This design comes from an exercise in tuning for small area, a short achievable clock period and few clock cycles per item on the open sky130 flow, not from production work. In this exercise RTL edits were held to simulation tests only and were not proved equivalent to the original. Power figures rest on the tool's default switching activity, not on a simulated workload.

Design conv_top, start of the top module:
module conv_top (
	input  logic        clk,
	input  logic        rst_n,
	input  logic        wb_cyc_i,
	input  logic        wb_stb_i,
	input  logic        wb_we_i,
	input  logic [5:0]  wb_adr_i,
	input  logic [31:0] wb_dat_i,
	output logic [31:0] wb_dat_o,
	output logic        wb_ack_o
);
	logic go, go2;
	logic done_q;
	logic req, wr, pix_w, wgt_w, bias_w, cmd_w, start_cmd, clear_cmd;
	logic max_wait;
	assign req = wb_cyc_i && wb_stb_i;
	assign wb_ack_o = req && !(max_wait && wb_adr_i == 6'd32);
	assign wr = req && wb_we_i && rst_n;
	assign max_wait = go || go2;
	assign pix_w = wr && wb_adr_i[5:4] == 2'b00;
	assign wgt_w = wr && wb_adr_i >= 6'd16 && wb_adr_i <= 6'd27;
	assign bias_w = wr && wb_adr_i == 6'd28;
	assign cmd_w = wr && wb_adr_i == 6'd29 && wb_dat_i[31:2] == 30'd0;
	assign start_cmd = cmd_w && wb_dat_i[1:0] == 2'd1;
	assign clear_cmd = cmd_w && wb_dat_i[1:0] == 2'd2;
	logic [15:0] sp0, sp1;
	logic [11:0] sw0, sw1;
	always_comb begin
		sp0 = '0;
		sp1 = '0;
		sw0 = '0;
		sw1 = '0;
		for (int ch = 0; ch < 4; ch++) begin
			for (int r = 0; r < 4; r++) begin
				if (wb_adr_i == 6'(ch * 4 + r)) begin
					sp0[ch * 4 + r] = 1'b1;
					if (r < 3) sw0[ch * 3 + r] = 1'b1;
					if (r > 0) sw1[ch * 3 + r - 1] = 1'b1;
				end
			end
			for (int kr = 0; kr < 3; kr++) begin
				if (wb_adr_i == 6'(16 + ch * 3 + kr)) begin
					sp0[ch * 4 + kr] = 1'b1;
					sp1[ch * 4 + kr + 1] = 1'b1;
					sw0[ch * 3 + kr] = 1'b1;
				end
			end
		end
	end
	logic [31:0] pix [16];
	logic [15:0] pix_v;
	logic [11:0] wgt [12];
	logic [11:0] wgt_v;
	logic signed [3:0] bias;
	always_ff @(posedge clk) begin
		for (int i = 0; i < 16; i++)
			if (wr && wb_adr_i == 6'(i)) pix[i] <= wb_dat_i;
		for (int i = 0; i < 12; i++)
			if (wr && wb_adr_i == 6'(16 + i)) wgt[i] <= wb_dat_i[11:0];
	end
	always_ff @(posedge clk) begin
		if (!rst_n) begin
			pix_v <= '0;
			wgt_v <= '0;
			bias <= '0;
		end else begin
			for (int i = 0; i < 16; i++)
				if (wr && wb_adr_i == 6'(i)) pix_v[i] <= 1'b1;
			for (int i = 0; i < 12; i++)
  ...
==> flow/config.mk <==
export PLATFORM = sky130hd
export DESIGN_NAME = conv_top
export DESIGN_NICKNAME = conv_top
export VERILOG_FILES = /design/flow/design.v
export SDC_FILE = /design/flow/constraint.sdc
export NUM_CORES = 8
export LEC_CHECK = 0
export CAP_MARGIN = 20
export CORE_MARGIN = 2
export CORE_UTILIZATION = 65
export CTS_BUF_LIST = sky130_fd_sc_hd__clkbuf_4
export CTS_CLUSTER_DIAMETER = 40
export CTS_CLUSTER_SIZE = 10
export SETUP_SLACK_MARGIN = 5
export SLEW_MARGIN = 20
==> flow/constraint.sdc <==
create_clock -name core_clock -period 11.0 [get_ports {clk}]
set_input_delay 2.2000 -clock core_clock [delete_from_list [all_inputs] [get_ports {clk}]]
set_output_delay 2.2000 -clock core_clock [all_outputs]
set_load 0.01 [all_outputs]
standard.sh (not shown) runs the stock make flow with config.mk's settings and CLKGATE_MAP_FILE= SYNTH_SCRIPT=/design/flow/synth_recipe.tcl, a recipe that flattens the netlist after the stock synthesis.
==> flow/flow/run.sh <==
#!/bin/bash
# The standard layout (standard.sh) with two changes:
#  - after the standard synthesis, flow/fa_polarity.py re-polarises the full adders
#    of the synthesized netlist to drop the inverters between them (same function,
#    same registers, same cells otherwise);
#  - the port buffers that ORFS puts on every input and output are BUF cells of
#    drive 4 instead of ORFS's default pick.
# MARGIN is ORFS's SETUP_SLACK_MARGIN (how far below the clock period the setup
# repair aims); the clock period and constraints are the standard flow's.
set -euo pipefail
MARGIN=5
PORTBUF=sky130_fd_sc_hd__buf_4
sed -e "s/SETUP_SLACK_MARGIN=[0-9.]*/SETUP_SLACK_MARGIN=$MARGIN/" \
    -e "s/ \"\${@:-finish}\"/ BUFFER_PORTS_ARGS=\"-buffer_cell $PORTBUF\" \"\${@:-finish}\"/" \
    standard.sh > standard_mod.sh
grep -q "SETUP_SLACK_MARGIN=$MARGIN" standard_mod.sh
grep -q "BUFFER_PORTS_ARGS" standard_mod.sh
R=$(pwd)/orfs/results/sky130hd/conv_top/base
bash standard_mod.sh synth > synth.log 2>&1
cp "$R/1_2_yosys.v" yosys_standard.v
python3 flow/fa_polarity.py yosys_standard.v "$R/1_2_yosys.v" > fa_polarity.log 2>&1
touch "$R/1_2_yosys.v"
bash standard_mod.sh do-1_synth > synth_odb.log 2>&1
bash standard_mod.sh > layout.log 2>&1
Other scripts of this flow, unchanged in this note and not shown: flow/flow/fa_polarity.py
The baseline finished with timing, DRC and antenna clean.
Testbench counts at the start, summed over its fixed seeds: cycles 11,761, jobs 512.
Next try:
--- a/flow/flow/run.sh
+++ b/flow/flow/run.sh
@@ -11 +11 @@
-MARGIN=5
+MARGIN=4.5
CTS_BUF_LIST = sky130_fd_sc_hd__clkbuf_8   (was sky130_fd_sc_hd__clkbuf_4)
CTS_CLUSTER_DIAMETER = 50   (was 40)
CTS_CLUSTER_SIZE = 18   (was 10)
After rerunning:
- critical path depth went up by 1
- wire length came out lower by 0.53%
- maximum frequency went down by 5.2%
- final cell count fell by 1.0%
Next try:
--- a/flow/flow/run.sh
+++ b/flow/flow/run.sh
@@ -11 +11 @@
-MARGIN=4.5
+MARGIN=6
What happened: Maximum frequency goes up by 9.3%. Combinational power goes up by 9.8%. Register-to-register slack improved by 0.58 ns. Sequential share of layout area is lower by 2.8 points. Die area does not change. Via count rose by 4.4%. Sequential power hardly moves. Non-clock buffer count came out higher by 211.
Next try:
--- a/flow/flow/run.sh
+++ b/flow/flow/run.sh
@@ -11 +11 @@
-MARGIN=6
+MARGIN=5.5
Outcome: Hold slack hardly moves; die area does not change; worst setup slack is worse by 0.044 ns; cell count is lower by 1.9%; utilization is lower by 3.0 points.

## re-timing with driven ports
The results above use ideal ports. As a check the final layouts listed here were re-extracted and re-timed, cells and wires unchanged.
Step 1, drivers: a clkbuf_16 drives clk and a buf_2 each remaining input, both assumed.
Step 2 times the ports against the registers' clock, not the clock port: input delays grow and output delays shrink by t, the midpoint of the rising clock arrivals with the driver on.
Slacks: ideal ports / drivers / drivers and shift; pairs: ideal ports / drivers.
run | shift t [ns] | setup WS [ns] | latest minus earliest clock arrival (ns) | worst slew at a driven data input, ns
the first run | 1.212 | 4.991 / 4.924 / 4.924 | 0.092 / 0.092 | 0.14
the second run | 0.899 | 4.662 / 4.600 / 4.600 | 0.096 / 0.096 | 0.13
the third run | 0.901 | 5.199 / 5.105 / 5.105 | 0.081 / 0.082 | 0.20
the fourth run | 0.931 | 5.155 / 5.065 / 5.065 | 0.100 / 0.099 | 0.14
After both steps every run listed still meets setup and hold. For the third run, which loses most, drivers alone change the setup slack by -0.094 ns; drivers and shift together by -0.094 ns.
